From an optimization exercise on the open Yosys and OpenROAD flow, aimed at small area; shortcuts taken in it are not production practice. Only simulation tests tie the RTL to the original design; equivalence was not proved. Power figures rest on the tool's default switching activity, not on a simulated workload.

**design/flow/design.v**
```verilog
`timescale 1ns/10ps
`timescale 1ns/10ps
`timescale 1ns/10ps
`timescale 1ns/10ps
`timescale 1ns/10ps
`default_nettype none
module lcd_ctrl_top #(
    parameter int unsigned T_POWER      = 750000,   
    parameter int unsigned T_WAKE1      = 205000,
    parameter int unsigned T_WAKE2      = 500,
    parameter int unsigned T_CMD        = 2000,     
    parameter int unsigned T_CLEAR      = 82000,    
    parameter int unsigned T_E_PULSE    = 12,
    parameter int unsigned T_NIBBLE_GAP = 50
) (
    input  logic       clk,
    input  logic       rst,
    input  logic       wb_cyc,
    input  logic       wb_stb,
    input  logic       wb_we,
    input  logic [5:0] wb_adr,
    input  logic [7:0] wb_dat_w,
    output logic [7:0] wb_dat_r,
    output logic       wb_ack,
    output logic       lcd_e,
    output logic       lcd_rs,
    output logic [3:0] lcd_data
);
    typedef logic [19:0] cnt_t;
    localparam logic [2:0] P_LOW  = 3'd0;   
    localparam logic [2:0] P_E1   = 3'd1;   
    localparam logic [2:0] P_GAP  = 3'd2;
    localparam logic [2:0] P_E2   = 3'd3;   
    localparam logic [2:0] P_POST = 3'd4;   
    localparam logic [2:0] P_IDLE = 3'd5;
    localparam logic [2:0] P_RST  = 3'd6;   
    logic [2:0] ph;
    cnt_t       cnt;
    logic [4:0] idx;      
    logic       init;     
    logic       addr;     
    logic [3:0] nib;      
    logic [1:0] stat_q;   
    logic [7:0] text_buf [32];
    logic busy, ready, acc, wr_ok, start, tc, fetch;
    logic is_char, nib_only, clear_cmd, last;
    logic [4:0] rd_idx;
    logic [7:0] rd_byte;
    logic [3:0] cmd_hi, cmd_lo, rd_nib, chr_nib;
    assign busy  = (ph != P_IDLE);
    assign ready = !init;
    assign acc   = wb_cyc && wb_stb && !wb_ack;
    assign wr_ok = acc && wb_we && !busy;
    assign start = wr_ok && (wb_adr == 6'd32) && wb_dat_w[0];
    assign tc    = (cnt == '0);
    assign is_char   = !init && !addr;
    assign nib_only  = init && !idx[2];           
    assign clear_cmd = init && (idx == 5'd31);
    assign last      = is_char && (idx == 5'd31);
    always_comb begin
        cmd_hi = 4'h0;
        cmd_lo = 4'h0;
        if (!init) begin
            cmd_hi = idx[4] ? 4'hC : 4'h8;        
        end else begin
            case (idx[2:0])
                3'd0, 3'd1, 3'd2: cmd_hi = 4'h3;   
                3'd3:             cmd_hi = 4'h2;
                3'd4: begin cmd_hi = 4'h2; cmd_lo = 4'h8; end
                3'd5:             cmd_lo = 4'h6;
                3'd6:             cmd_lo = 4'hC;
                default:          cmd_lo = 4'h1;
            endcase
        end
    end
    assign fetch   = busy && !wb_ack;
    assign rd_idx  = fetch ? idx : wb_adr[4:0];
    assign rd_nib  = (ph == P_GAP) ? rd_byte[3:0] : rd_byte[7:4];
    assign chr_nib = wb_ack ? nib : rd_nib;
    logic [31:0] rd_sel;
    always_comb
        for (int i = 0; i < 32; i++) rd_sel[i] = (rd_idx == 5'(i));
    logic [255:0] buf_flat;
    always_comb
        for (int i = 0; i < 32; i++) buf_flat[8*i +: 8] = text_buf[i];
    lcd_rd_sel rd_sel_i (.sel(rd_sel), .buf_q(buf_flat), .q(rd_byte));
    always_comb begin
        if (!wb_adr[5])              wb_dat_r = rd_byte;
        else if (wb_adr == 6'd33)    wb_dat_r = {6'b0, stat_q};
        else                         wb_dat_r = 8'h00;
    end
    always_ff @(posedge clk) begin
        stat_q <= {ready, busy};
        if (!wb_ack && (ph == P_LOW || ph == P_GAP)) nib <= rd_nib;
    end
    logic [7:0] wr_data;
    assign wr_data = init ? 8'h20 : wb_dat_w;
    logic [31:0]  wr_en, wr_en_n;
    logic [255:0] buf_next;
    always_comb
        for (int i = 0; i < 32; i++) begin
            wr_en[i]   = init || (wr_ok && !wb_adr[5] && rd_sel[i]);
            wr_en_n[i] = !wr_en[i];
        end
    lcd_wr_sel wr_sel_i (.en(wr_en), .en_n(wr_en_n), .wd(wr_data), .buf_q(buf_flat),
                         .d(buf_next));
    always_ff @(posedge clk)
        for (int i = 0; i < 32; i++) text_buf[i] <= buf_next[8*i +: 8];
    always_ff @(posedge clk or posedge rst) begin
        if (rst) wb_ack <= 1'b0;
        else     wb_ack <= acc;
    end
    assign lcd_e = (ph == P_E1) || (ph == P_E2);
    logic       ld;        
    cnt_t       ld_val;
    logic [2:0] ph_nx;
    logic       step;      
    logic       rise;      
    always_comb begin
        ld     = 1'b0;
        ld_val = 'x;
        ph_nx  = ph;
        step   = 1'b0;
        rise   = 1'b0;
        case (ph)
            P_RST: begin
                ph_nx  = P_LOW;
                ld     = 1'b1;
                ld_val = cnt_t'(T_POWER);
            end
            P_LOW: if (tc) begin
                ph_nx  = P_E1;
                ld     = 1'b1;
                ld_val = cnt_t'(T_E_PULSE - 1);
                rise   = 1'b1;
            end
            P_E1: if (tc) begin
                ld = 1'b1;
                if (nib_only) begin
                    ph_nx = P_LOW;
                    step  = 1'b1;
                    case (idx[1:0])
                        2'd0:    ld_val = cnt_t'(T_WAKE1 + 2);
                        2'd1:    ld_val = cnt_t'(T_WAKE2 + 2);
                        default: ld_val = cnt_t'(T_CMD + 2);
                    endcase
                end else begin
                    ph_nx  = P_GAP;
                    ld_val = cnt_t'(T_NIBBLE_GAP - 1);
                end
            end
            P_GAP: if (tc) begin
                ph_nx  = P_E2;
                ld     = 1'b1;
                ld_val = cnt_t'(T_E_PULSE - 1);
                rise   = 1'b1;
            end
            P_E2: if (tc) begin
                ph_nx  = P_POST;
                ld     = 1'b1;
                ld_val = clear_cmd ? cnt_t'(T_CLEAR) : cnt_t'(T_CMD);
            end
            P_POST: if (tc) begin
                ph_nx  = last ? P_IDLE : P_LOW;
                ld     = 1'b1;
                ld_val = cnt_t'(1);
                step   = 1'b1;
            end
            P_IDLE: if (start) begin
                ph_nx  = P_LOW;
                ld     = 1'b1;
                ld_val = cnt_t'(2);
            end
            default: ph_nx = P_IDLE;
        endcase
    end
    always_ff @(posedge clk)
        cnt <= ld ? ld_val : cnt - 1'b1;
    always_ff @(posedge clk or posedge rst) begin
        if (rst) begin
            ph       <= P_RST;
            idx      <= 5'd24;
            init     <= 1'b1;
            addr     <= 1'b0;
            lcd_rs   <= 1'b0;
            lcd_data <= 4'h0;
        end else begin
            ph <= ph_nx;
            if (rise) begin
                lcd_rs   <= is_char;
                lcd_data <= is_char ? chr_nib : (ph == P_GAP ? cmd_lo : cmd_hi);
            end
            if (step) begin
                if (addr) begin
                    addr <= 1'b0;
                end else begin
                    idx  <= idx + 1'b1;
                    addr <= (idx[3:0] == 4'hF);
                    if (idx == 5'd31) init <= 1'b0;
                end
            end
        end
    end
endmodule
module lcd_rd_sel (
    input  logic [31:0]  sel,
    input  logic [255:0] buf_q,
    output logic [7:0]   q
);
    logic [10:0] grp_n [8];   
    for (genvar b = 0; b < 8; b++) begin : g_bit
        for (genvar g = 0; g < 10; g++) begin : g_grp
            lcd_sel3 u_sel3 (
                .s  (sel[3*g +: 3]),
                .d  ({buf_q[8*(3*g+2) + b], buf_q[8*(3*g+1) + b], buf_q[8*(3*g) + b]}),
                .y_n(grp_n[b][g])
            );
        end
        lcd_sel2 u_sel2 (
            .s  (sel[31:30]),
            .d  ({buf_q[8*31 + b], buf_q[8*30 + b]}),
            .y_n(grp_n[b][10])
        );
        assign q[b] = ~&grp_n[b];
    end
endmodule
module lcd_sel3 (
    input  logic [2:0] s,
    input  logic [2:0] d,
    output logic       y_n
);
    assign y_n = ~|(s & d);
endmodule
module lcd_sel2 (
    input  logic [1:0] s,
    input  logic [1:0] d,
    output logic       y_n
);
    assign y_n = ~|(s & d);
endmodule
module lcd_wr_sel (
    input  logic [31:0]  en,
    input  logic [31:0]  en_n,
    input  logic [7:0]   wd,
    input  logic [255:0] buf_q,
    output logic [255:0] d
);
    always_comb
        for (int i = 0; i < 32; i++)
            d[8*i +: 8] = ({8{en[i]}} & wd) | ({8{en_n[i]}} & buf_q[8*i +: 8]);
endmodule
`default_nettype wire
```
**design/flow/constraint.sdc**
```tcl
create_clock -name core_clock -period 20.0 [get_ports {clk}]
set_input_delay 4.0000 -clock core_clock [delete_from_list [all_inputs] [get_ports {clk}]]
set_output_delay 4.0000 -clock core_clock [all_outputs]
set_load 0.01 [all_outputs]
```
**design/flow/config.mk**
```make
export PLATFORM = sky130hd
export DESIGN_NAME = lcd_ctrl_top
export DESIGN_NICKNAME = lcd_ctrl_top
export VERILOG_FILES = /design/flow/design.v
export SDC_FILE = /design/flow/constraint.sdc
export NUM_CORES = 4
export LEC_CHECK = 0
export CAP_MARGIN = 20
export CORE_MARGIN = 2
export CORE_UTILIZATION = 75
export SLEW_MARGIN = 20
export SYNTH_HIERARCHICAL = 1
export SYNTH_MINIMUM_KEEP_SIZE = 0
```
**design/flow/standard.sh**
```bash
#!/bin/bash
# synth_recipe.tcl (not shown) runs the flow's synth.tcl, then flattens the netlist and writes it again
# the make line also repeats each setting of config.mk as NAME=value (left out here)
make -C /OpenROAD-flow-scripts/flow DESIGN_CONFIG=/design/flow/config.mk WORK_HOME=/design/flow/orfs CLKGATE_MAP_FILE= SYNTH_SCRIPT=/design/flow/synth_recipe.tcl "${@:-finish}"
```
**design/flow/flow/run.sh**
```bash
#!/bin/bash
# Layout flow: the standard flow (standard.sh) with two changes made
# through ORFS's own knobs:
#  - clock tree synthesis without dummy loads, with larger sink clusters
#  - port buffers use the smallest buffer cell
set -e
cp standard.sh standard_sh.log
export CTS_ARGS="-sink_clustering_enable -repair_clock_nets -dont_use_dummy_load -sink_clustering_size 16 -sink_clustering_max_diameter 60 -buf_list sky130_fd_sc_hd__clkbuf_8"
export BUFFER_PORTS_ARGS="-buffer_cell sky130_fd_sc_hd__buf_1"
bash standard.sh > standard.log 2>&1
```
==> results of run 1 <==
==> per-stage QoR <==
stage	worst slack [ps]	util (%)	cells	cell area [um^2]
after floorplan	10010	-	1171	12430
after global placement	9168	74.80	1316	12270
after detailed placement	9095	74.83	1316	12280
after CTS	9093	76.76	1339	12590
after global routing	8988	76.97	1339	12630
final	8944	76.97	1339	12630
==> cell families (layout without fill, tap and decap cells) <==
| kind of cell | after synthesis | count (layout) | share of synthesized area, % |
|---|---|---|---|
| simple gates | 212 | 212 | 9.391 |
| compound gates | 472 | 472 | 31.36 |
| flops | 298 | 298 | 49.01 |
| mux | 25 | 25 | 2.194 |
| fa+ha+maj | 8 | 8 | 0.8053 |
| xor+xnor | 17 | 17 | 1.198 |
| buf+inv | 139 | 87 | 6.039 |
==> power breakdown <==
part	internal, uW	switching, uW	leakage, uW	total (uW)
sequential	656	50.9	0.00254	707
combinational	81.4	104	0.00257	185
clock	103	178	0.000165	282
==> cells in the final DEF, fill, tap and decap left out, types with 8 or more instances in the layout <==
master	count
buf_4	16
nor2_1	39
a22o_1	254
clkbuf_8	23
nor2b_1	10
ha_1	8
mux2i_1	11
inv_1	13
and3_1	8
mux2_2	9
o21ai_0	37
nor3_1	20
nand4_1	22
a222oi_1	80
nor4_1	8
a22oi_2	8
nand3_1	25
nand2_1	25
or3_1	11
a21o_1	8
buf_1	33
xnor2_1	13
a21oi_1	47
dfxtp_1	278
dfrtp_1	11
==> registers in the layout, indices dropped and copies added (netlist names), 2 cells and up <==
name / count
idx: 5
stat_q: 2
text_buf: 256
cnt: 20
nib: 4
ph: 3
lcd_data: 4
==> worst max-delay path, stage by stage <==
cell and delay (ps):
buf_1 290, nand2b_1 190, o21a_1 510, nor3_1 320
a222oi_1 600, nand4_1 320, or3_1 500, nor2b_1 150
buf_1 160
==> per-module statistics from Yosys, one instance, submodules excluded <==
| module | cells inside | copies in the design | area, um^2 | flops+latches |
|---|---|---|---|---|
| lcd_ctrl_top | 707 | 1 | 8574 | 298 |
| lcd_wr_sel | 344 | 1 | 2765 | 0 |
| lcd_rd_sel | 32 | 1 | 190.2 | 0 |
| lcd_sel2 | 1 | 8 | 12.51 | 0 |
| lcd_sel3 | 1 | 80 | 10.01 | 0 |
==> worst max path at each step <==
stage               cells after the start       from           to  slack [ps]
detailed placement                     10  wb_adr[4]  wb_dat_r[1]        9090
finish                                  9  wb_adr[0]  wb_dat_r[5]        8940
global placement                       10  wb_adr[4]  wb_dat_r[1]        9170
floorplan                               9  wb_adr[2]  wb_dat_r[1]       10010
global route                           10  wb_adr[2]  wb_dat_r[1]        8990
CTS                                    10  wb_adr[4]  wb_dat_r[1]        9090
==> cell type report <==
type                            count  area share, %
Inverter                           15         0.4459
Sequential cell                   298          48.24
Timing Repair Buffer               49          1.932
Tap cell                          220          2.180
Multi-Input combinational cell    734          44.69
Clock buffer                       23          2.507
==> Yosys cell counts (5+ instances only) <==
cell / instances / share of area (%)
a222oi_1: 80 / 6.4
clkbuf_1: 20 / 0.60
clkbuf_2: 5 / 0.20
dfrtp_1: 11 / 2.2
a21oi_1: 47 / 1.9
a21o_1: 8 / 0.48
mux2_2: 9 / 0.82
xnor2_1: 13 / 0.92
buf_6: 27 / 2.4
and3_1: 8 / 0.40
dfstp_2: 5 / 1.1
a22o_1: 254 / 18
buf_2: 16 / 0.64
mux2i_1: 12 / 0.97
nand2b_1: 6 / 0.30
nor3_1: 20 / 0.81
nand3_1: 25 / 1.0
nand4_1: 22 / 1.1
nor2_1: 39 / 1.2
nor4_1: 13 / 0.65
ha_1: 8 / 0.81
o22ai_1: 6 / 0.30
or3_1: 11 / 0.55
buf_1: 56 / 1.7
o21ai_0: 42 / 1.7
nor2b_1: 17 / 0.86
a22oi_2: 8 / 0.81
dfxtp_1: 278 / 45
inv_1: 13 / 0.39
nand2_1: 25 / 0.75
==> metal layers <==
layer | share of wire, % | up-vias | GRT usage (%) | wire length (um)
met5 | 0.038 | - | 0.5556 | 13
met3 | 12 | 118 | 9.080 | 4218
met1 | 41 | 4829 | 54.60 | 14010
met4 | 3.6 | 2 | 12.84 | 1212
met2 | 43 | 764 | 55.99 | 14580
li1 | - | 4510 | - | -
==> run notes, run 1 <==
* Status: no timing/DRC/antenna violations
* FMAX at 90.45 MHz
* Hold Path Sink: text_buf[25][6]$_DFF_P_
* DIE AREA at between 15000 and 20000 um^2
* Slew @ Worst Pin at 1212 ps
* Leakage at 0.005277 uW
* Fill cell count at ~1200
* FF+latch area at around 6100 um^2
* Iteration-0 DRC Markers at approximately 1900
* Multi-input gate area at approximately 5600 um^2
* Main synth FF type: dfxtp_1
* CTS Buf Count at 23
* Total GRT Usage at between 30% and 40%
* Routed wire length at 34040 um
* Flop2flop setup slack at 14950 ps
* Final Critical Period at 11060 ps
* Pwr per Cell Area at between 90 and 100 nW/um^2
* Initial antenna violation count at 1
* Worst path arrival time at approximately 7100 ps
* Seq/Total Area, Yosys at about half
* Final setup viols at 0
* Cells on worst reg2reg path at 15
* 1st-pass router iterations at 9
* Mapped Area at 12430 um^2
* Diodes inserted at 0
* Period utilization at 55.28%
* Total Power at roughly 1200 uW
* # nets final at 1148
* Clock Pin Slew Worst Setup and Hold Paths at 70 ps
* Crit. End Element: primary output
* Port bufs at 33
* Root buffer cell: clkbuf_8
* Max-slew violations at 0
* Routed vias/inst at about 7.6
* Syn Area/Cell at 10.62 um^2
* Ports at 34
* DRC at 0
* Post-route ant nets at 0
* Synth warn at 11
* Worst r2r dst: lcd_data[3]$_DFFE_PP0P_
* Clock Latency Late Sink at about 550 ps
* Max-slew headroom at 18.64%
* CTS Buffer Depth at 3
* Synth cell types at 67
* HP Class: flop to flop
* Synth Net Count at 1198
* Startpoint Class: input port
* Final Skew at 41.12 ps
* Flop and latch count out of synthesis at 298
* Initial Util at 75.76%
* Worst flop-to-flop path startpoint: ph[2]$_DFFE_PP1P_
* H-tree Lvls at 1
* Max-Cap Viols at 0
* # Post-CTS Setup Buffers at 0
* Critical path class: input port to primary output
* HPWL after detailed placement at around 23000 um
* Number of global-route vias before repair at between 9000 and 10000
* Hold wc startpoint: text_buf[25][6]$_DFF_P_
* Global placer's final weighted congestion at 0.9879
* Worst Path Required at ~16000 ps
* FFs w/ async S/R, synth at ~5.4%
* First-pass GRT wire length at about 53000 um
* WHS Path Cells at 1
* Post-synthesis cell count at 1171
* Crit-path max FO at 14
* Hold Vio Cnt, Final at 0
* Area Overhead vs Synth at 1.591%
* Resized cells post-CTS at 0
* Unrepaired setup endpoints after global routing: no
* Pin count of the biggest net entering global routing at 57
* Clock sink total at 298
* Core area at 16410 um^2
* Die X at 132.7 um
* Die H at 132.7 um
* Post-CTS Hold Buffers at 0
* Hold_ws at 478.1 ps
* Total congestion overflow at 0
* Post-synth EDFFs at 4
* TritonCTS clock tree: built
* Setup tns final at 0 ps
* Vias at 10220
* Layout cells sized above 1 at 8.579%
* Max IR drop VDD at 0.08489 mV
* Average wire per standard cell at 25.42 um
* Number of cell rows at 47
==> inputs of run 2 (changes only) <==
--- a/design/flow/design.v
+++ b/design/flow/design.v
@@ -4,15 +4,7 @@
 `timescale 1ns/10ps
 `timescale 1ns/10ps
 `default_nettype none
-module lcd_ctrl_top #(
-    parameter int unsigned T_POWER      = 750000,   
-    parameter int unsigned T_WAKE1      = 205000,
-    parameter int unsigned T_WAKE2      = 500,
-    parameter int unsigned T_CMD        = 2000,     
-    parameter int unsigned T_CLEAR      = 82000,    
-    parameter int unsigned T_E_PULSE    = 12,
-    parameter int unsigned T_NIBBLE_GAP = 50
-) (
+module lcd_ctrl_top (
     input  logic       clk,
     input  logic       rst,
     input  logic       wb_cyc,
@@ -27,6 +19,17 @@
     output logic [3:0] lcd_data
 );
     typedef logic [19:0] cnt_t;
+    localparam cnt_t L_1      = 20'h2F378;   
+    localparam cnt_t L_2      = 20'h979BC;   
+    localparam cnt_t L_E      = 20'h3C4BC;   
+    localparam cnt_t L_GAP    = 20'h07DBD;   
+    localparam cnt_t L_WAKE2  = 20'h5F03B;   
+    localparam cnt_t L_CMD    = 20'h370BF;   
+    localparam cnt_t L_WAKE3  = 20'h8DC2F;   
+    localparam cnt_t L_CLEAR  = 20'h0400E;   
+    localparam cnt_t L_WAKE1  = 20'h2F43B;   
+    localparam cnt_t L_POWER  = 20'h6A037;   
+    localparam cnt_t TERM     = 20'h5E6F0;
     localparam logic [2:0] P_LOW  = 3'd0;   
     localparam logic [2:0] P_E1   = 3'd1;   
     localparam logic [2:0] P_GAP  = 3'd2;
@@ -52,7 +55,7 @@
     assign acc   = wb_cyc && wb_stb && !wb_ack;
     assign wr_ok = acc && wb_we && !busy;
     assign start = wr_ok && (wb_adr == 6'd32) && wb_dat_w[0];
-    assign tc    = (cnt == '0);
+    assign tc    = (cnt == TERM);
     assign is_char   = !init && !addr;
     assign nib_only  = init && !idx[2];           
     assign clear_cmd = init && (idx == 5'd31);
@@ -91,7 +94,7 @@
     end
     always_ff @(posedge clk) begin
         stat_q <= {ready, busy};
-        if (!wb_ack && (ph == P_LOW || ph == P_GAP)) nib <= rd_nib;
+        nib    <= rd_nib;
     end
     logic [7:0] wr_data;
     assign wr_data = init ? 8'h20 : wb_dat_w;
@@ -126,12 +129,12 @@
             P_RST: begin
                 ph_nx  = P_LOW;
                 ld     = 1'b1;
-                ld_val = cnt_t'(T_POWER);
+                ld_val = L_POWER;
             end
             P_LOW: if (tc) begin
                 ph_nx  = P_E1;
                 ld     = 1'b1;
-                ld_val = cnt_t'(T_E_PULSE - 1);
+                ld_val = L_E;
                 rise   = 1'b1;
             end
             P_E1: if (tc) begin
@@ -140,42 +143,42 @@
                     ph_nx = P_LOW;
                     step  = 1'b1;
                     case (idx[1:0])
-                        2'd0:    ld_val = cnt_t'(T_WAKE1 + 2);
-                        2'd1:    ld_val = cnt_t'(T_WAKE2 + 2);
-                        default: ld_val = cnt_t'(T_CMD + 2);
+                        2'd0:    ld_val = L_WAKE1;
+                        2'd1:    ld_val = L_WAKE2;
+                        default: ld_val = L_WAKE3;
                     endcase
                 end else begin
                     ph_nx  = P_GAP;
-                    ld_val = cnt_t'(T_NIBBLE_GAP - 1);
+                    ld_val = L_GAP;
                 end
             end
             P_GAP: if (tc) begin
                 ph_nx  = P_E2;
                 ld     = 1'b1;
-                ld_val = cnt_t'(T_E_PULSE - 1);
+                ld_val = L_E;
                 rise   = 1'b1;
             end
             P_E2: if (tc) begin
                 ph_nx  = P_POST;
                 ld     = 1'b1;
-                ld_val = clear_cmd ? cnt_t'(T_CLEAR) : cnt_t'(T_CMD);
+                ld_val = clear_cmd ? L_CLEAR : L_CMD;
             end
             P_POST: if (tc) begin
                 ph_nx  = last ? P_IDLE : P_LOW;
                 ld     = 1'b1;
-                ld_val = cnt_t'(1);
+                ld_val = L_1;
                 step   = 1'b1;
             end
             P_IDLE: if (start) begin
                 ph_nx  = P_LOW;
                 ld     = 1'b1;
-                ld_val = cnt_t'(2);
+                ld_val = L_2;
             end
             default: ph_nx = P_IDLE;
         endcase
     end
     always_ff @(posedge clk)
-        cnt <= ld ? ld_val : cnt - 1'b1;
+        cnt <= ld ? ld_val : {cnt[18:0], cnt[19] ^ cnt[16]};
     always_ff @(posedge clk or posedge rst) begin
         if (rst) begin
             ph       <= P_RST;
==> design/flow/flow/run.sh (replaced) <==
#!/bin/bash
# Layout flow: the standard flow (standard.sh) with two changes made
# through ORFS's own knobs:
#  - clock tree synthesis without dummy loads, with larger sink clusters
#  - port buffers use the smallest buffer cell
set -e
cp standard.sh standard_sh.log
export CTS_ARGS="-sink_clustering_enable -repair_clock_nets -dont_use_dummy_load -sink_clustering_size 10 -sink_clustering_max_diameter 50 -buf_list sky130_fd_sc_hd__clkbuf_4"
export BUFFER_PORTS_ARGS="-buffer_cell sky130_fd_sc_hd__buf_1"
bash standard.sh > standard.log 2>&1
--- a/design/flow/config.mk
+++ b/design/flow/config.mk
@@ -5,9 +5,9 @@
 export SDC_FILE = /design/flow/constraint.sdc
 export NUM_CORES = 4
 export LEC_CHECK = 0
-export CAP_MARGIN = 20
+export CAP_MARGIN = 0
 export CORE_MARGIN = 2
 export CORE_UTILIZATION = 75
-export SLEW_MARGIN = 20
+export SLEW_MARGIN = 0
 export SYNTH_HIERARCHICAL = 1
 export SYNTH_MINIMUM_KEEP_SIZE = 0
==> run 2 against run 1 <==
Against the previous run:
- worst setup slack improved by 350 ps
- combinational power shrank 76%
- register-to-register slack better by 90 ps
- critical path type unchanged
- critical endpoint is now wb_dat_r[0]
==> run notes, run 2 <==
* 1st-pass router iterations at 10
* Clock Latency Late Sink at 670 ps
* Buffers & Inverters on Critical Path at 3
* Routed wire length at about 35000 um
* Combinational fraction of design power at ~4.7%
* Max reg flops at 256
* Clock Pin Slew Worst Setup and Hold Paths at approximately 100 ps
* Initial antenna violation count at 1
* Pwr per Cell Area at approximately 75 nW/um^2
* Slowest stage delay, CP at 710 ps
* Sequential power share at 66.3%
* Total congestion overflow at 0
* Leakage at 0.005033 uW
* Max-slew headroom at 15.71%
* Synth Net Count at 1161
* Max-Cap Viols at 0
* Synth area leaders: dfxtp_1, a22o_1, a222oi_1
* Routed vias/inst at around 8
* Finished Cell Area at about 12000 um^2
* TritonCTS clock tree: built
* Final setup viols at 0
* H-tree Lvls at 2
* Synth cell types at 67
* Top reg by flops: text_buf
* Worst Path Required at 16000 ps
* Internal power at 706.3 uW
* Ports at 34
* Max IR drop VDD at between 0.06 and 0.07 mV
* FMAX at 93.43 MHz
* DP Worst Slack at approximately 9400 ps
* Die X at 131.7 um
* HPWL after detailed placement at 22900 um
* Global placer's final weighted congestion at 0.9652
* Iteration-0 DRC Markers at 2193
* Number of cell rows at 46
* Hold Vio Cnt, Final at 0
* Root buffer cell: clkbuf_4
* Flop and latch count out of synthesis at 298
* Area Overhead vs Synth at 1.278%
* Critical path class: input port to primary output
* Seq/Total Area, Yosys at 49.45%
* Final Skew at 78.01 ps
* Die H at 131.7 um
* # nets final at 1123
* Multi-input gate area at 5478 um^2
* Area leader, netlist: dfxtp_1
* Port bufs at 33
* Post-synth EDFFs at 0
* Placed Cells at between 1000 and 1500
* DRC at 0
* Commonest non-fill, non-tap cell in the layout: dfxtp_1
* Post-synth top area share at 46.13%
* Status: no timing/DRC/antenna violations
* Initial Util at 76.76%
* Final Critical Period at 10700 ps
* Post-route ant nets at 0
* Pin count of the biggest net entering global routing at 57
* CTS Buf Count at 36
* Vias at between 10000 and 15000
* Worst path top cell family by delay: simple AND/OR/NAND/NOR gates
* Fill cell count at 1109
* # Post-CTS Setup Buffers at 0
* WHS Path Cells at 1
* Post-synthesis cell count at 1135
* Resized cells post-CTS at 0
* WP depth at 11
* Net Sw Power at around 220 uW
* Total GRT Usage at 39.22%
* Post-CTS Hold Buffers at 0
* Crit-path max FO at 14
* Worst path arrival time at between 6000 and 7000 ps
* Unrepaired setup endpoints after global routing: no
* DIE AREA at 17360 um^2
* CP Cell Sequence: buf_1 -> nor2_1 -> mux2_2 -> nand2_1 -> nor2_1 -> a222oi_1 -> nand4_1 -> or3_1 -> inv_1 -> o21ai_0 -> buf_1
* Most frequent cells in the layout: dfxtp_1, a22o_1, a222oi_1, nor2_1, clkbuf_4
* HP Class: flop to flop
* Number of global-route vias before repair at 9562
* Clock sink total at 298
* Fin cells at between 1000 and 1500
* Crit. End Element: primary output
* Switching Share at 23.97%
* Setup tns final at 0 ps
* Period utilization at a little over half
* Cells on worst reg2reg path at 11
* Commonest cells post-synth: dfxtp_1, a22o_1, a222oi_1
* Max-slew violations at 0
* Largest regs: text_buf x256, cnt x20, idx x5
* First-pass GRT wire length at 54090 um
* FF+latch area at just over 6000 um^2
* FFs w/ async S/R, synth at around 5.4%
* CTS Buffer Depth at 3
* Mapped Area at 12240 um^2
* DP Area at between 10000 and 15000 um^2
* Layout cells sized above 1 at about a tenth
* Main synth FF type: dfxtp_1
* Slew @ Worst Pin at ~1300 ps
* Crit path max-delay cell type: a222oi_1
* Average wire per standard cell at approximately 27 um
* Setup ws final at 9297 ps
* Startpoint Class: input port
* Synth warn at 11
* Most common cell in the netlist: dfxtp_1
* Total Power at approximately 930 uW
* Core area at 15940 um^2
* Clock power frac at 29.0%
* Syn Area/Cell at approximately 11 um^2
## run 2: layout make-up
| type | instances | area share, % |
|---|---|---|
| Antenna cell | 2 | 0.04038 |
| Clock buffer | 36 | 2.180 |
| Inverter | 18 | 0.5451 |
| Multi-Input combinational cell | 693 | 44.20 |
| Sequential cell | 298 | 48.83 |
| Tap cell | 216 | 2.180 |
| Timing Repair Buffer | 50 | 2.029 |
## run 2: final timing paths
check	slack (ps)	to	start
worst max register to register	15040	lcd_data[3]$_DFFE_PP0P_	ph[0]$_DFFE_PP0P_
worst min-delay path	480	text_buf[15][0]$_DFF_P_	text_buf[15][0]$_DFF_P_
min in group asynchronous	3360	lcd_data[0]$_DFFE_PP0P_	rst
max in group asynchronous	16170	addr$_DFFE_PP0P_	rst
worst min register to register	480	text_buf[15][0]$_DFF_P_	text_buf[15][0]$_DFF_P_
worst max-delay path	9300	wb_dat_r[0]	wb_adr[0]
## run 2: layer usage
layer | global-route usage, % | wire, um | vias to the layer above
li1 | - | - | 4463
met3 | 10.07 | 4385 | 143
met4 | 16.55 | 1340 | 0
met2 | 57.45 | 15280 | 804
met5 | 0 | 0 | -
met1 | 55.45 | 14030 | 4874
## run 2: per-module statistics from Yosys (local to each module, per instance)
| module | copies in the design | cells inside | cell area [um^2] | flops+latches |
|---|---|---|---|---|
| lcd_sel3 | 80 | 1 | 10.01 | 0 |
| lcd_rd_sel | 1 | 32 | 190.2 | 0 |
| lcd_ctrl_top | 1 | 671 | 8382 | 298 |
| lcd_wr_sel | 1 | 344 | 2765 | 0 |
| lcd_sel2 | 8 | 1 | 12.51 | 0 |
## run 2: metrics by stage
stage	utilization (%)	hold slack, ps
3_3_place_gp	76.02	453.2
3_5_place_dp	76.02	453.4
4_1_cts	77.71	482.1
5_1_grt	77.74	492.4
2_1_floorplan	-	423.8
6_report	77.74	484.9
## run 2: kinds of logic after synthesis
group	synth area share (%)
adders and majority gates	0.7156
xor gates and xnor gates	0.2147
muxes	1.983
buffers and inverters	6.073
and+or+nand+nor	8.159
AOI/OAI and AO/OA	33.40
DFF	49.45
## run 2: power by group through the flow
stage | Clock, uW | Combinational, uW | Sequential [uW]
floorplan | 0 | 32.1 | 625
global placement | 0 | 41.0 | 629
detailed placement | 0 | 42.3 | 629
CTS | 271 | 42.3 | 616
global route | 291 | 46.0 | 617
finish | 269 | 43.8 | 616
==> inputs of run 3 (changes only) <==
==> design/flow/flow/run.sh (replaced) <==
#!/bin/bash
# Layout flow: the standard flow (standard.sh) with two changes made
# through ORFS's own knobs:
#  - clock tree synthesis without dummy loads, with larger sink clusters
#  - port buffers use the smallest buffer cell
set -e
cp standard.sh standard_sh.log
export CTS_ARGS="-sink_clustering_enable -repair_clock_nets -dont_use_dummy_load -sink_clustering_size 8 -sink_clustering_max_diameter 40 -buf_list sky130_fd_sc_hd__clkbuf_4"
export BUFFER_PORTS_ARGS="-buffer_cell sky130_fd_sc_hd__buf_1"
bash standard.sh > standard.log 2>&1
==> run 3 against run 2 <==
Against the previous run:
- still clean
- register-to-register slack got worse by 40 ps
- sequential share of layout area decreased by 0.28 points
- clock-buffer cell count is 10 higher
- power rose by 3.4%
- clock power up 12%
- utilization up 0.46 points
- maximum frequency is 0.18% lower
- die area stayed put
- cell area is 0.59% higher
- global-route usage is 0.26 points higher
- critical path depth did not move
- synthesized area unchanged
==> run notes, run 3 <==
* HPWL after detailed placement at 22900 um
* Core area at 15940 um^2
* CP Cell Sequence: buf_1 -> nor2_1 -> mux2_2 -> nand2_1 -> nor2_1 -> a222oi_1 -> nand4_1 -> or3_1 -> inv_1 -> o21ai_0 -> buf_1
* Most frequent cells in the layout: dfxtp_1, a22o_1, a222oi_1, clkbuf_4, nor2_1
* Number of cell rows at 46
* Seq/Total Area, Yosys at between 40 and 50%
* Synth warn at 11
* Slew @ Worst Pin at 1308 ps
* Startpoint Class: input port
* Pin count of the biggest net entering global routing at 57
* Most common cell in the netlist: dfxtp_1
* Main synth FF type: dfxtp_1
* DIE AREA at between 15000 and 20000 um^2
* 1st-pass router iterations at 12
* Max reg flops at 256
* Average wire per standard cell at 26.90 um
* Worst path top cell family by delay: simple AND/OR/NAND/NOR gates
* Combinational fraction of design power at 4.6%
* # Post-CTS Setup Buffers at 0
* Commonest non-fill, non-tap cell in the layout: dfxtp_1
* Vias at 10440
* Post-Synth Simple-Gate Area at a little over 8%
* Port bufs at 33
* Root buffer cell: clkbuf_4
* Largest regs: text_buf x256, cnt x20, idx x5
* Crit. End Element: primary output
* Iteration-0 DRC Markers at 2272
* Area Overhead vs Synth at 1.871%
* Final Critical Period at roughly 11000 ps
* Resized cells post-CTS at 0
* Ports at 34
* Area leader, netlist: dfxtp_1
* Worst Path Required at roughly 16000 ps
* Initial Util at 76.76%
* Largest family of logic cells by synthesized area: compound AO/OA/AOI/OAI gates
* Hold Vio Cnt, Final at 0
* HP Class: flop to flop
* DRC at 0
* Clock sink total at 298
* Die H at 131.7 um
* # nets final at 1133
* TritonCTS clock tree: built
* Placed Cells at 1275
* Setup tns final at 0 ps
* Max-slew violations at 0
* Max-Cap Viols at 0
* Post-synth top area share at 46.13%
* Fill cell count at around 1100
* Total GRT Usage at between 30% and 40%
* Internal power at 728.2 uW
* Compound-Gate Fraction of Synth Area at 33.40%
* Sequential power share at between 60% and 70%
* Clock Latency Late Sink at a little under 700 ps
* Post-route ant nets at 0
* H-tree Lvls at 2
* Post-synthesis cell count at 1135
* Die X at 131.7 um
* Syn Area/Cell at 10.78 um^2
* Initial antenna violation count at 1
* Worst path arrival time at 6720 ps
* Global placer's final weighted congestion at 0.9652
* Final setup viols at 0
* Period utilization at ~54%
* Pwr per Cell Area at ~77 nW/um^2
* Flop and latch count out of synthesis at 298
* Leakage at around 0.0051 uW
* Net Sw Power at 232.7 uW
* Commonest cells post-synth: dfxtp_1, a22o_1, a222oi_1
* Number of global-route vias before repair at 9634
* FMAX at between 90 and 100 MHz
* Xor/xnor share of the synthesized area at 0.2147%
* Max IR drop VDD at 0.06107 mV
* CTS Buf Count at 46
* Clock Pin Slew Worst Setup and Hold Paths at about 60 ps
* Slowest stage delay, CP at 710 ps
* Crit path max-delay cell type: a222oi_1
* Fin cells at 1322
* Final Skew at approximately 53 ps
* Crit-path max FO at 14
* Post-Synth Adder-Cell Area at 0.7157%
* Total congestion overflow at 0
* Clock power frac at 31.3%
* FFs w/ async S/R, synth at approximately 5.4%
* Switching Share at 24.22%
* Post-CTS Hold Buffers at 0
* Mapped Area at between 10000 and 15000 um^2
* Post-synth EDFFs at 0
* Status: no timing/DRC/antenna violations
* Synth Net Count at about 1200
* Critical path class: input port to primary output
* Unrepaired setup endpoints after global routing: no
* Multiplexer share of the synthesized area at 1.983%
* Buffers & Inverters on Critical Path at 3
* Synth area leaders: dfxtp_1, a22o_1, a222oi_1
* Routed wire length at 35560 um
* First-pass GRT wire length at 54290 um
* Routed vias/inst at a little under 8
* Layout cells sized above 1 at 11.31%
* Top reg by flops: text_buf
* Synth cell types at 67
* Max-slew headroom at 11.85%
* CTS Buffer Depth at 3
==> run 3: cell counts after synthesis <==
No cell type changed its count.
==> run 3: final timing paths <==
path	startpoint	end	cells after the start	slack, ps
max	wb_adr[0]	wb_dat_r[0]	11	9280
min	text_buf[29][7]$_DFF_P_	text_buf[29][7]$_DFF_P_	1	480
max reg2reg	ph[0]$_DFFE_PP0P_	lcd_data[3]$_DFFE_PP0P_	11	15000
min reg2reg	text_buf[29][7]$_DFF_P_	text_buf[29][7]$_DFF_P_	1	480
max in group asynchronous	rst	idx[1]$_DFFE_PP0P_	2	16190
min in group asynchronous	rst	lcd_data[0]$_DFFE_PP0P_	2	3370
==> run 3: final cells by class <==
class	count	area [um^2]	share of cell area (%)
timing repair buffer	50	251.5	2.017
multi-input combinational	693	5478	43.94
sequential	298	6052	48.54
inverter	18	67.56	0.5419
antenna	1	2.502	0.02007
tap	216	270.3	2.168
clock buffer	46	345.3	2.770
==> run 3: per-module statistics from Yosys (local to each module, per instance) <==
module,flip-flops and latches,times used
lcd_wr_sel,0,1
lcd_sel3,0,80
lcd_ctrl_top,298,1
lcd_rd_sel,0,1
lcd_sel2,0,8
==> run 3: through the flow <==
| step | hold slack [ps] | power (uW) | utilization (%) | instance area [um^2] | worst slack [ps] |
|---|---|---|---|---|---|
| after floorplan | 423.8 | 657.5 | - | 12240 | 10200 |
| after global placement | 453.2 | 670.0 | 76.02 | 12120 | 9447 |
| after detailed placement | 453.4 | 671.0 | 76.02 | 12120 | 9379 |
| after CTS | 473.2 | 957.9 | 78.18 | 12460 | 9353 |
| after global routing | 486.8 | 986.7 | 78.20 | 12470 | 9151 |
| final | 476.7 | 960.8 | 78.20 | 12470 | 9277 |
==> run 3: power by group through the flow <==
stage / sequential (uW) / clock (uW) / combinational (uW)
2_1_floorplan: 625 / 0 / 32.1
3_3_place_gp: 629 / 0 / 41.0
3_5_place_dp: 629 / 0 / 42.3
4_1_cts: 615 / 300 / 42.4
5_1_grt: 617 / 324 / 46.1
6_report: 616 / 301 / 44.0
==> run 3: cell families (layout without fill, tap and decap cells) <==
group	count (synthesis)	after routing
flops	298	298
other cells	0	1
mux	21	21
buf+inv	144	114
simple gates	182	182
fa+ha+maj	7	7
xor+xnor	3	3
compound gates	480	480
==> run 3: per-layer routing <==
metal / routed length [um] / GRT usage, % / vias to the layer above / part of all wire (%)
met1: 13830 / 55.32 / 4928 / 39
met3: 5072 / 12.00 / 148 / 14
met2: 15250 / 57.01 / 888 / 43
li1: - / - / 4474 / -
met4: 1404 / 16.61 / 0 / 3.9
met5: 0 / 0 / - / 0
==> inputs of run 4 (changes only) <==
==> design/flow/flow/run.sh (replaced) <==
#!/bin/bash
# Layout flow: the standard flow (standard.sh) with two changes made
# through ORFS's own knobs:
#  - clock tree synthesis without dummy loads, with larger sink clusters
#  - port buffers use the smallest buffer cell
set -e
cp standard.sh standard_sh.log
export CTS_ARGS="-sink_clustering_enable -repair_clock_nets -dont_use_dummy_load -sink_clustering_size 16 -sink_clustering_max_diameter 60 -buf_list sky130_fd_sc_hd__clkbuf_8"
export BUFFER_PORTS_ARGS="-buffer_cell sky130_fd_sc_hd__buf_1"
bash standard.sh > standard.log 2>&1
==> run 4 against run 3 <==
Against the previous run:
- sequential share of layout area increased by 0.18 points
- non-clock buffer count stayed put
- clock-buffer cell count decreased by 24
- synthesized area is the same
- final cell count shrank 1.9%
- critical path type unchanged
- critical endpoint is now wb_dat_r[4]
- largest cell class unchanged
- largest power group unchanged
==> run notes, run 4 <==
* CTS Buf Count at 22
* Initial antenna violation count at 0
* Commonest cells post-synth: dfxtp_1, a22o_1, a222oi_1
* Worst path arrival time at about 6900 ps
* Layout cells sized above 1 at 9.343%
* Number of cell rows at 46
* M3 GR Usage at 8.420%
* HP Class: flop to flop
* Max IR drop VDD at 0.06165 mV
* Final setup viols at 0
* Synth area leaders: dfxtp_1, a22o_1, a222oi_1
* Mapped Area at 12240 um^2
* Crit-path max FO at 14
* Cells on worst reg2reg path at 11
* WHS Path Cells at 2
* Diodes inserted at 0
* Crit path max-delay cell type: a222oi_1
* GR peak layer: met2
* DIE AREA at 17360 um^2
* Seq/Total Area, Yosys at 49.45%
* Finished Cell Area at around 12000 um^2
* Clock Pin Slew Worst Setup and Hold Paths at 100 ps
* Synth Net Count at 1161
* Final Skew at ~47 ps
* Fill cell count at 1086
* Initial Util at 76.76%
* Max-slew headroom at 13.38%
* FFs w/ async S/R, synth at 5.369%
* Post-CTS Hold Buffers at 0
* Routed wire length at 35210 um
* Setup tns final at 0 ps
* Clock sink total at 298
* Critical path class: input port to primary output
* CP Cell Sequence: buf_1 -> nor2_1 -> mux2_2 -> and3_1 -> a222oi_1 -> nand4_1 -> or3_1 -> nor2b_1 -> buf_1
* Post-route ant nets at 0
* Die H at 131.7 um
* # Post-CTS Setup Buffers at 0
* Average wire per standard cell at 27.15 um
* Grt met1 use at about 56%
* Setup ws final at 9151 ps
* Synth warn at 11
* Most frequent cells in the layout: dfxtp_1, a22o_1, a222oi_1, nor2_1
* Total Power at about 940 uW
* Hold Vio Cnt, Final at 0
* Worst path most repeated cell: buf_1
* Syn Area/Cell at 10.78 um^2
* Flop and latch count out of synthesis at 298
* Ports at 34
* Post-synthesis cell count at 1135
* Worst path top cell family by delay: simple AND/OR/NAND/NOR gates
* Global placer's final weighted congestion at between 0.9 and 1
* Total GRT Usage at 39.14%
* Unrepaired setup endpoints after global routing: no
* DP Area at between 10000 and 15000 um^2
* Max reg flops at 256
* Iteration-0 DRC Markers at 2186
* Leakage at 0.005026 uW
* Slew @ Worst Pin at between 1000 and 1500 ps
* 1st-pass router iterations at 10
* DP Worst Slack at 9379 ps
* DRC at 0
* M2 GR Usage at between 50% and 60%
* FMAX at 92.18 MHz
* Max-Cap Viols at 0
* Buffers & Inverters on Critical Path at 2
* FF+latch area at 6052 um^2
* Area leader, netlist: dfxtp_1
* Slowest stage delay, CP at 590 ps
* Period utilization at 54.24%
* # nets final at around 1100
* HPWL after detailed placement at around 23000 um
* Die X at 131.7 um
* Status: no timing/DRC/antenna violations
* Worst Path Required at 16000 ps
* H-tree Lvls at 1
* Core area at 15940 um^2
* Area Overhead vs Synth at 1.503%
* Hold wc startpoint: cnt[18]$_DFF_P_
* Worst r2r dst: lcd_data[3]$_DFFE_PP0P_
* First-pass GRT wire length at 54180 um
* Main synth FF type: dfxtp_1
* Startpoint Class: input port
* Flop2flop setup slack at 14930 ps
* Hold Path Sink: cnt[19]$_DFF_P_
* Worst flop-to-flop path startpoint: ph[0]$_DFFE_PP0P_
* Most common cell in the netlist: dfxtp_1
* Vias at 10240
* Pin count of the biggest net entering global routing at 57
* Port bufs at 33
* Top reg by flops: text_buf
* Clock Latency Late Sink at ~570 ps
* TritonCTS clock tree: built
* Commonest non-fill, non-tap cell in the layout: dfxtp_1
* Post-synth top area share at 46.13%
* Largest regs: text_buf x256, cnt x20, idx x5
* Final Critical Period at approximately 11000 ps
* Pwr per Cell Area at 75.85 nW/um^2
* Synth cell types at 67
* Resized cells post-CTS at 0
* Routed vias/inst at 7.891
* CTS Buffer Depth at 3
* Max-slew violations at 0
* Total congestion overflow at 0
* Crit. End Element: primary output
* Number of global-route vias before repair at ~9500
* Root buffer cell: clkbuf_8
* Post-synth EDFFs at 0
* Multi-input gate area at 5478 um^2
## run 4: final cells by class
type                            instances  share of cell area, %
Inverter                               18                 0.5439
Timing Repair Buffer                   50                  2.025
Sequential cell                       298                  48.72
Multi-Input combinational cell        693                  44.10
Tap cell                              216                  2.176
Clock buffer                           22                  2.438
## run 4: tightest hold or removal path: cells and delay by family (launching register included)
| kind | cells | cell delay [ps] |
|---|---|---|
| buffers and inverters | 1 | 70 |
| muxes | 1 | 80 |
| DFF | 1 | 300 |
## run 4: how the worst max path moves through the flow
stage                          from  cells after the start           to  slack, ps
after floorplan           wb_adr[0]                     10  wb_dat_r[1]      10200
after global placement    wb_adr[0]                     11  wb_dat_r[0]       9450
after detailed placement  wb_adr[0]                     11  wb_dat_r[0]       9380
after CTS                 wb_adr[0]                     11  wb_dat_r[0]       9350
after global routing      wb_adr[0]                     11  wb_dat_r[0]       9150
final                     wb_adr[0]                      9  wb_dat_r[4]       9150
## run 4: power breakdown
part | internal [uW] | total, uW | switching [uW]
Combinational | 16.0 | 44.2 | 28.2
Sequential | 607 | 616 | 9.28
Clock | 99.0 | 282 | 183
## run 4: layer usage
metal | vias to the layer above | part of all wire [%]
met5 | - | 0
met4 | 0 | 3.7
met3 | 133 | 13
met2 | 844 | 44
met1 | 4835 | 39
li1 | 4423 | -
## run 4: Yosys stat by module (local to each module, per instance)
| module | flops+latches | times used | area (um^2) | cells |
|---|---|---|---|---|
| lcd_ctrl_top | 298 | 1 | 8382 | 671 |
| lcd_wr_sel | 0 | 1 | 2765 | 344 |
| lcd_rd_sel | 0 | 1 | 190.2 | 32 |
| lcd_sel2 | 0 | 8 | 12.51 | 1 |
| lcd_sel3 | 0 | 80 | 10.01 | 1 |
## run 4: cell families after synthesis
logic type,after synthesis,synth area share [%]
adders and majority gates,7,0.7156
xor gates and xnor gates,3,0.2147
muxes,21,1.983
AOI/OAI and AO/OA,480,33.40
buffers and inverters,144,6.073
DFF,298,49.45
and+or+nand+nor,182,8.159
## run 4: stage by stage
stage          util (%)  hold WS, ps  cells
2_1_floorplan         -        423.8   1135
3_3_place_gp      76.02        453.2   1275
3_5_place_dp      76.02        453.4   1275
4_1_cts           77.92        474.5   1297
5_1_grt           77.92        493.4   1297
6_report          77.92        475.9   1297
==> inputs of run 5 (changes only) <==
--- a/design/flow/design.v
+++ b/design/flow/design.v
@@ -80,9 +80,23 @@
     assign rd_idx  = fetch ? idx : wb_adr[4:0];
     assign rd_nib  = (ph == P_GAP) ? rd_byte[3:0] : rd_byte[7:4];
     assign chr_nib = wb_ack ? nib : rd_nib;
-    logic [31:0] rd_sel;
-    always_comb
-        for (int i = 0; i < 32; i++) rd_sel[i] = (rd_idx == 5'(i));
+    logic [3:0]  dec_lo, dec_wlo;
+    logic [7:0]  dec_hi;
+    logic [31:0] rd_sel, wr_en, wr_en_n;
+    always_comb begin
+        for (int j = 0; j < 4; j++) begin
+            dec_lo[j]  = (rd_idx[1:0] == 2'(j));
+            dec_wlo[j] = dec_lo[j] && wr_ok && !wb_adr[5];
+        end
+        for (int k = 0; k < 8; k++) dec_hi[k] = (rd_idx[4:2] == 3'(k));
+    end
+    for (genvar i = 0; i < 32; i++) begin : g_dec
+        lcd_dec_cell u_dec (
+            .lo(dec_lo[i % 4]), .wlo(dec_wlo[i % 4]), .hi(dec_hi[i / 4]), .clr(init),
+            .sel(rd_sel[i]), .en_n(wr_en_n[i])
+        );
+        lcd_inv u_en (.a(wr_en_n[i]), .y(wr_en[i]));
+    end
     logic [255:0] buf_flat;
     always_comb
         for (int i = 0; i < 32; i++) buf_flat[8*i +: 8] = text_buf[i];
@@ -98,13 +112,7 @@
     end
     logic [7:0] wr_data;
     assign wr_data = init ? 8'h20 : wb_dat_w;
-    logic [31:0]  wr_en, wr_en_n;
     logic [255:0] buf_next;
-    always_comb
-        for (int i = 0; i < 32; i++) begin
-            wr_en[i]   = init || (wr_ok && !wb_adr[5] && rd_sel[i]);
-            wr_en_n[i] = !wr_en[i];
-        end
     lcd_wr_sel wr_sel_i (.en(wr_en), .en_n(wr_en_n), .wd(wr_data), .buf_q(buf_flat),
                          .d(buf_next));
     always_ff @(posedge clk)
@@ -205,6 +213,23 @@
         end
     end
 endmodule
+module lcd_dec_cell (
+    input  logic lo,
+    input  logic wlo,
+    input  logic hi,
+    input  logic clr,
+    output logic sel,
+    output logic en_n
+);
+    assign sel  = lo && hi;
+    assign en_n = !(clr || (wlo && hi));
+endmodule
+module lcd_inv (
+    input  logic a,
+    output logic y
+);
+    assign y = !a;
+endmodule
 module lcd_rd_sel (
     input  logic [31:0]  sel,
     input  logic [255:0] buf_q,
--- a/design/flow/config.mk
+++ b/design/flow/config.mk
@@ -7,7 +7,7 @@
 export LEC_CHECK = 0
 export CAP_MARGIN = 0
 export CORE_MARGIN = 2
-export CORE_UTILIZATION = 75
+export CORE_UTILIZATION = 85
 export SLEW_MARGIN = 0
 export SYNTH_HIERARCHICAL = 1
 export SYNTH_MINIMUM_KEEP_SIZE = 0
==> run 5 against run 4 <==
Against the previous run:
- the layout now fails its checks (capacitance limit, slew limit)
- wire length decreased by 1.0%
- synthesized cell count shrank 0.70%
- maximum frequency fell by 3.4%
- clock-buffer cell count unchanged
- via count is 0.34% higher
- flip-flop and latch count unchanged
- power shrank 4.5%
- worst setup slack got worse by 380 ps
==> run notes, run 5 <==
* Max-slew headroom at -6.314%
* Buffers & Inverters on Critical Path at 3
* # Post-CTS Setup Buffers at 0
* H-tree Lvls at 1
* Routed vias/inst at 8.087
* Crit-path max FO at 8
* Initial antenna violation count at 1
* Global placer's final weighted congestion at between 1 and 1.5
* Fin cells at approximately 1300
* Clock sink total at around 300
* Syn Area/Cell at 10.70 um^2
* Core area at 13880 um^2
* Hold_ws at 464.9 ps
* Post-synth top area share at 46.80%
* Top reg by flops: text_buf
* FF+latch area at 6052 um^2
* TritonCTS clock tree: built
* Diodes inserted at 0
* Final setup viols at 0
* Initial Util at 86.89%
* Post-CTS Hold Buffers at 0
* Clock Latency Late Sink at about 570 ps
* Layout cells sized above 1 at 7.798%
* Routed wire length at 34850 um
* Commonest non-fill, non-tap cell in the layout: dfxtp_1
* Crit path max-delay cell type: a222oi_1
* Iteration-0 DRC Markers at around 2100
* Placed Cells at 1248
* Root buffer cell: clkbuf_8
* Most frequent cells in the layout: dfxtp_1, a22o_1, a222oi_1, inv_1, a21oi_1
* Synth Net Count at 1153
* Total GRT Usage at 45.64%
* Slew @ Worst Pin at 1578 ps
* DRC at 0
* Area leader, netlist: dfxtp_1
* Leakage at 0.004810 uW
* Synth cell types at 67
* Crit. End Element: primary output
* Failing Checks: capacitance limit, slew limit
* # nets final at 1118
* Resized cells post-CTS at 0
* Post-synthesis cell count at 1127
* Worst path top cell family by delay: simple AND/OR/NAND/NOR gates
* Main synth FF type: dfxtp_1
* Most common cell in the netlist: dfxtp_1
* Max reg flops at 256
* Pwr per Cell Area at about 74 nW/um^2
* Startpoint Class: input port
* First-pass GRT wire length at between 50000 and 60000 um
* Clock Pin Slew Worst Setup and Hold Paths at 80 ps
* Setup tns final at 0 ps
* Max-Cap Viols at 1
* Slowest stage delay, CP at between 600 and 700 ps
* Period utilization at 56.15%
* Commonest cells post-synth: dfxtp_1, a22o_1, a222oi_1
* Seq/Total Area, Yosys at 50.18%
* Mapped Area at 12060 um^2
* Number of global-route vias before repair at 9499
* Synth area leaders: dfxtp_1, a22o_1, a222oi_1
* DIE AREA at 15160 um^2
* Total congestion overflow at 0
* Critical path class: input port to primary output
* Worst path arrival time at a little over 7000 ps
* HPWL after detailed placement at 22900 um
* Unrepaired setup endpoints after global routing: no
* Multi-input gate area at 5228 um^2
* Die X at approximately 120 um
* Fill cell count at 674
* Post-synth EDFFs at 0
* HP Class: flop to flop
* FFs w/ async S/R, synth at 5.369%
* Die H at 123.1 um
* Status: finished with violations
* CP Cell Sequence: buf_1 -> or2b_1 -> o21ai_0 -> and2_1 -> a222oi_1 -> nand4_1 -> or3_1 -> inv_1 -> o21ai_0 -> buf_1
* FMAX at ~90 MHz
* Max-slew violations at 9
* Final Critical Period at roughly 11000 ps
* Area Overhead vs Synth at 1.473%
* Worst Path Required at 16000 ps
* Pin count of the biggest net entering global routing at 50
* CTS Buf Count at 22
* 1st-pass router iterations at 11
* Vias at 10270
* CTS Buffer Depth at 3
* Largest regs: text_buf x256, cnt x20, idx x5
* Ports at 34
* Hold Vio Cnt, Final at 0
* Port bufs at 33
* Average wire per standard cell at 27.44 um
* Final Skew at 40.03 ps
* Post-route ant nets at 0
* Flop and latch count out of synthesis at 298
* Synth warn at 11
* Max IR drop VDD at 0.09086 mV
* Number of cell rows at 43
run 5: layer usage:
metal  vias up  global-route usage (%)  wire length, um
li1       4323                       -                -
met1      4776                   60.06            12810
met2       926                   68.99            14980
met3       245                   13.61             4747
met4         0                   22.09             2311
met5         -                       0                0
run 5: tightest hold or removal path, stage by stage (launching register included):
cell and delay, ps:
dfxtp_1 320, inv_1 50, o2bb2ai_1 50
run 5: report_power, final:
part | internal [uW] | switching, uW
logic | 5.87 | 20.3
clock network | 99.1 | 179
registers | 594 | 1.08
run 5: metrics by stage:
stage | setup WS (ps) | instance area, um^2 | total power [uW] | util, %
after floorplan | 10370 | 12060 | 627.3 | -
after global placement | 9187 | 11940 | 632.4 | 85.99
after detailed placement | 9106 | 11940 | 633.4 | 85.99
after CTS | 9022 | 12240 | 894.7 | 88.17
after global routing | 8814 | 12240 | 917.9 | 88.17
final | 8769 | 12240 | 900.1 | 88.17
run 5: final cells by class:
cell class                      count  area share (%)
Clock buffer                       22           2.474
Inverter                           56           1.717
Multi-Input combinational cell    668           42.71
Sequential cell                   298           49.45
Tap cell                          180           1.840
Timing Repair Buffer               46           1.809
run 5: Yosys stat by module, one instance, submodules excluded:
module        cell area [um^2]  cells inside  times used
lcd_rd_sel               190.2            32           1
lcd_dec_cell             11.26             2          32
lcd_sel2                 12.51             1           8
lcd_wr_sel                2765           344           1
lcd_ctrl_top              7725           567           1
lcd_inv                  3.754             1          32
lcd_sel3                 10.01             1          80
run 5: cell families (layout without fill, tap and decap cells):
group	after synthesis	after routing	synth area share [%]
mux	12	12	1.100
flops	298	298	50.18
xor+xnor	3	3	0.2179
buf+inv	161	124	6.680
simple gates	183	183	8.817
compound gates	463	463	32.28
fa+ha+maj	7	7	0.7261
run 5: final timing paths:
check	start	end	slack, ps	cells past startpoint
worst max-delay path	wb_adr[0]	wb_dat_r[0]	8770	10
worst min-delay path	cnt[18]$_DFF_P_	cnt[19]$_DFF_P_	460	2
worst max register to register	ph[0]$_DFFE_PP0P_	lcd_data[0]$_DFFE_PP0P_	14730	11
worst min register to register	cnt[18]$_DFF_P_	cnt[19]$_DFF_P_	460	2
max in group asynchronous	rst	ph[0]$_DFFE_PP0P_	16120	2
min in group asynchronous	rst	lcd_data[1]$_DFFE_PP0P_	3480	2
==> inputs of run 6 (changes only) <==
--- a/design/flow/config.mk
+++ b/design/flow/config.mk
@@ -7,7 +7,7 @@
 export LEC_CHECK = 0
 export CAP_MARGIN = 0
 export CORE_MARGIN = 2
-export CORE_UTILIZATION = 85
+export CORE_UTILIZATION = 75
 export SLEW_MARGIN = 0
 export SYNTH_HIERARCHICAL = 1
 export SYNTH_MINIMUM_KEEP_SIZE = 0
==> run 6 against run 5 <==
Against the previous run:
- the run now finishes clean
- utilization decreased by 11 points
- clock power about the same
- critical endpoint is now wb_dat_r[3]
- sequential power about the same
- hold slack got worse by 18 ps
- synthesized cell count unchanged
- global-route usage decreased by 7.8 points
- non-clock buffer count unchanged
==> run notes, run 6 <==
* Status: no timing/DRC/antenna violations
* CTS Buf Count at 22
* Hold_ws at ~450 ps
* Post-synth EDFFs at 0
* Largest regs: text_buf x256, cnt x20, idx x5
* Hold wc startpoint: cnt[18]$_DFF_P_
* Initial antenna violation count at 1
* Post-synth top area share at 46.80%
* WHS Path Cells at 2
* Pin count of the biggest net entering global routing at 50
* Period utilization at 55.01%
* 1st-pass router iterations at 13
* Worst flop-to-flop path startpoint: ph[0]$_DFFE_PP0P_
* # Post-CTS Setup Buffers at 0
* Post-CTS Hold Buffers at 0
* Final Skew at 32.67 ps
* Seq/Total Area, Yosys at between 50 and 60%
* Worst r2r dst: lcd_data[0]$_DFFE_PP0P_
* Max-slew headroom at 19.45%
* Number of global-route vias before repair at 8963
* Total congestion overflow at 0
* Max IR drop VDD at roughly 0.078 mV
* Top reg by flops: text_buf
* Total Power at 900.6 uW
* Critical path class: input port to primary output
* Worst Path Required at approximately 16000 ps
* Post-route ant nets at 0
* CP Cell Sequence: buf_1 -> or2b_1 -> o21ai_0 -> and2_1 -> a22oi_2 -> nand4_1 -> or3_1 -> nor2b_1 -> buf_1
* Port bufs at 33
* CTS Buffer Depth at 3
* Synth area leaders: dfxtp_1, a22o_1, a222oi_1
* Crit path max-delay cell type: o21ai_0
* Crit-path max FO at 8
* DRC at 0
* Worst path most repeated cell: buf_1
* Hold Vio Cnt, Final at 0
* Routed vias/inst at 7.505
* Leakage at 0.004812 uW
* Slowest stage delay, CP at 920 ps
* FMAX at 90.89 MHz
* Global placer's final weighted congestion at 1.016
* Commonest non-fill, non-tap cell in the layout: dfxtp_1
* HPWL after detailed placement at 21950 um
* Flop2flop setup slack at roughly 15000 ps
* Die H at 130.8 um
* Main synth FF type: dfxtp_1
* Core area at 15830 um^2
* Area leader, netlist: dfxtp_1
* Vias at 9802
* Slew @ Worst Pin at 1196 ps
* Flop and latch count out of synthesis at 298
* Initial Util at 76.21%
* Post-synthesis cell count at 1127
* Setup tns final at 0 ps
* Unrepaired setup endpoints after global routing: no
* Max reg flops at roughly 260
* Startpoint Class: input port
* Most common cell in the netlist: dfxtp_1
* DIE AREA at 17110 um^2
* Synth warn at 11
* Clock Latency Late Sink at 560 ps
* Synth Net Count at about 1200
* Average wire per standard cell at 25.09 um
* Layout cells sized above 1 at under 10%
* Crit. End Element: primary output
* Number of cell rows at 46
* Worst path arrival time at 7000 ps
* H-tree Lvls at 1
* Iteration-0 DRC Markers at 1508
* Max-Cap Viols at 0
* Syn Area/Cell at approximately 11 um^2
* Mapped Area at 12060 um^2
* Area Overhead vs Synth at 1.888%
* Commonest cells post-synth: dfxtp_1, a22o_1, a222oi_1
* Die X at about 130 um
* Routed wire length at 32770 um
* Root buffer cell: clkbuf_8
* Diodes inserted at 0
* Ports at 34
* Clock Pin Slew Worst Setup and Hold Paths at 80 ps
* Resized cells post-CTS at 0
* Fin cells at ~1300
* Pwr per Cell Area at 73.28 nW/um^2
* Hold Path Sink: cnt[19]$_DFF_P_
* Final Critical Period at 11000 ps
* Cells on worst reg2reg path at 12
* FFs w/ async S/R, synth at 5.369%
* Synth cell types at 67
* Final design utilization at 77.64%
* HP Class: flop to flop
* Max-slew violations at 0
* First-pass GRT wire length at 50590 um
* Total GRT Usage at 37.83%
* # nets final at 1118
* Clock sink total at 298
* Final setup viols at 0
* Most frequent cells in the layout: dfxtp_1, a22o_1, a222oi_1, inv_1, a21oi_1
* Placed Cells at 1284
* TritonCTS clock tree: built
==> run 6: cell counts after synthesis <==
Identical to the previous run, type by type.
==> run 6: modules after synthesis, one instance, submodules excluded <==
module        cells inside  area (um^2)  flip-flops and latches  times used
lcd_ctrl_top           567         7725                     298           1
lcd_rd_sel              32        190.2                       0           1
lcd_dec_cell             2        11.26                       0          32
lcd_sel2                 1        12.51                       0           8
lcd_inv                  1        3.754                       0          32
lcd_sel3                 1        10.01                       0          80
lcd_wr_sel             344         2765                       0           1
==> run 6: report_power, final <==
group / switching, uW / internal, uW / total (uW)
Combinational: 20.0 / 5.76 / 25.8
Clock: 180 / 99.2 / 279
Sequential: 0.969 / 594 / 595
==> run 6: kinds of logic after synthesis <==
logic type	after synthesis	synth area share [%]
multiplexers	12	1.100
AO/OA/AOI/OAI	463	32.28
buffers and inverters	161	6.680
flip-flops	298	50.18
AND/OR/NAND/NOR	183	8.817
adder cells (fa/ha/maj)	7	0.7261
XOR/XNOR	3	0.2179
==> run 6: through the flow <==
stage	setup slack, ps	instance area (um^2)
final	8998	12290
after global routing	9021	12290
after global placement	9229	11990
after CTS	9178	12290
after detailed placement	9181	11990
after floorplan	10370	12060
==> run 6: how the worst max path moves through the flow <==
stage / startpoint / cells past startpoint / slack (ps) / to
floorplan: wb_adr[4] / 9 / 10370 / wb_dat_r[0]
global placement: wb_adr[0] / 10 / 9230 / wb_dat_r[0]
detailed placement: wb_adr[0] / 10 / 9180 / wb_dat_r[0]
CTS: wb_adr[0] / 10 / 9180 / wb_dat_r[0]
global route: wb_adr[0] / 10 / 9020 / wb_dat_r[0]
finish: wb_adr[1] / 9 / 9000 / wb_dat_r[3]
==> run 6: worst max-delay path, delay by kind of cell <==
| family | cells | cell delay [ps] |
|---|---|---|
| compound gates | 2 | 1100 |
| buf+inv | 2 | 400 |
| simple gates | 5 | 1480 |
==> run 6: routing by layer <==
layer  up-vias  global-route usage, %  share of wire, %
li1       4319                      -                 -
met1      4686                  53.86                42
met2       672                  58.00                43
met3       123                  7.940                11
met4         2                  12.33               3.7
met5         -                      0             0.040
==> run 6: cell type report <==
type / count / area (um^2)
inverter: 56 / 210.2
multi-input combinational: 668 / 5233
timing repair buffer: 46 / 221.5
sequential: 298 / 6052
fill: 1081 / 3538
tap: 216 / 270.3
clock buffer: 22 / 302.8

[port drivers added, routing unchanged]
Ports are ideal in the flow. The routed layouts listed here were re-timed in OpenROAD. Step 1 sets driving cells, clkbuf_16 on the clock port and buf_2 on the other inputs (assumed; they add their load-dependent delay and slew). Step 2, shift: input delay + t, output delay - t, t = (earliest + latest rising clock arrival at the registers) / 2. This alone moves slack from input paths to output paths. Slacks: ideal / step 1 / step 2; pairs: ideal / step 1.
| run | t (ns) | setup slack, ns | worst setup path at the end | clock arrival spread, ns | cell pins on the clock port's net |
|---|---|---|---|---|---|
| run 1 | 0.573 | 8.944 / 8.919 / 8.919 | input to output | 0.042 / 0.042 | 1 |
| run 2 | 0.674 | 9.297 / 9.275 / 9.275 | input to output | 0.079 / 0.079 | 1 |
| run 3 | 0.705 | 9.277 / 9.255 / 9.255 | input to output | 0.053 / 0.053 | 1 |
| run 4 | 0.595 | 9.151 / 9.130 / 9.130 | input to output | 0.047 / 0.047 | 1 |
| run 5 | 0.589 | 8.769 / 8.746 / 8.746 | input to output | 0.040 / 0.041 | 1 |
| run 6 | 0.587 | 8.998 / 8.971 / 8.971 | input to output | 0.033 / 0.033 | 1 |
For run 6, which loses most, drivers alone change the setup slack by -0.027 ns; drivers and shift together by -0.027 ns.
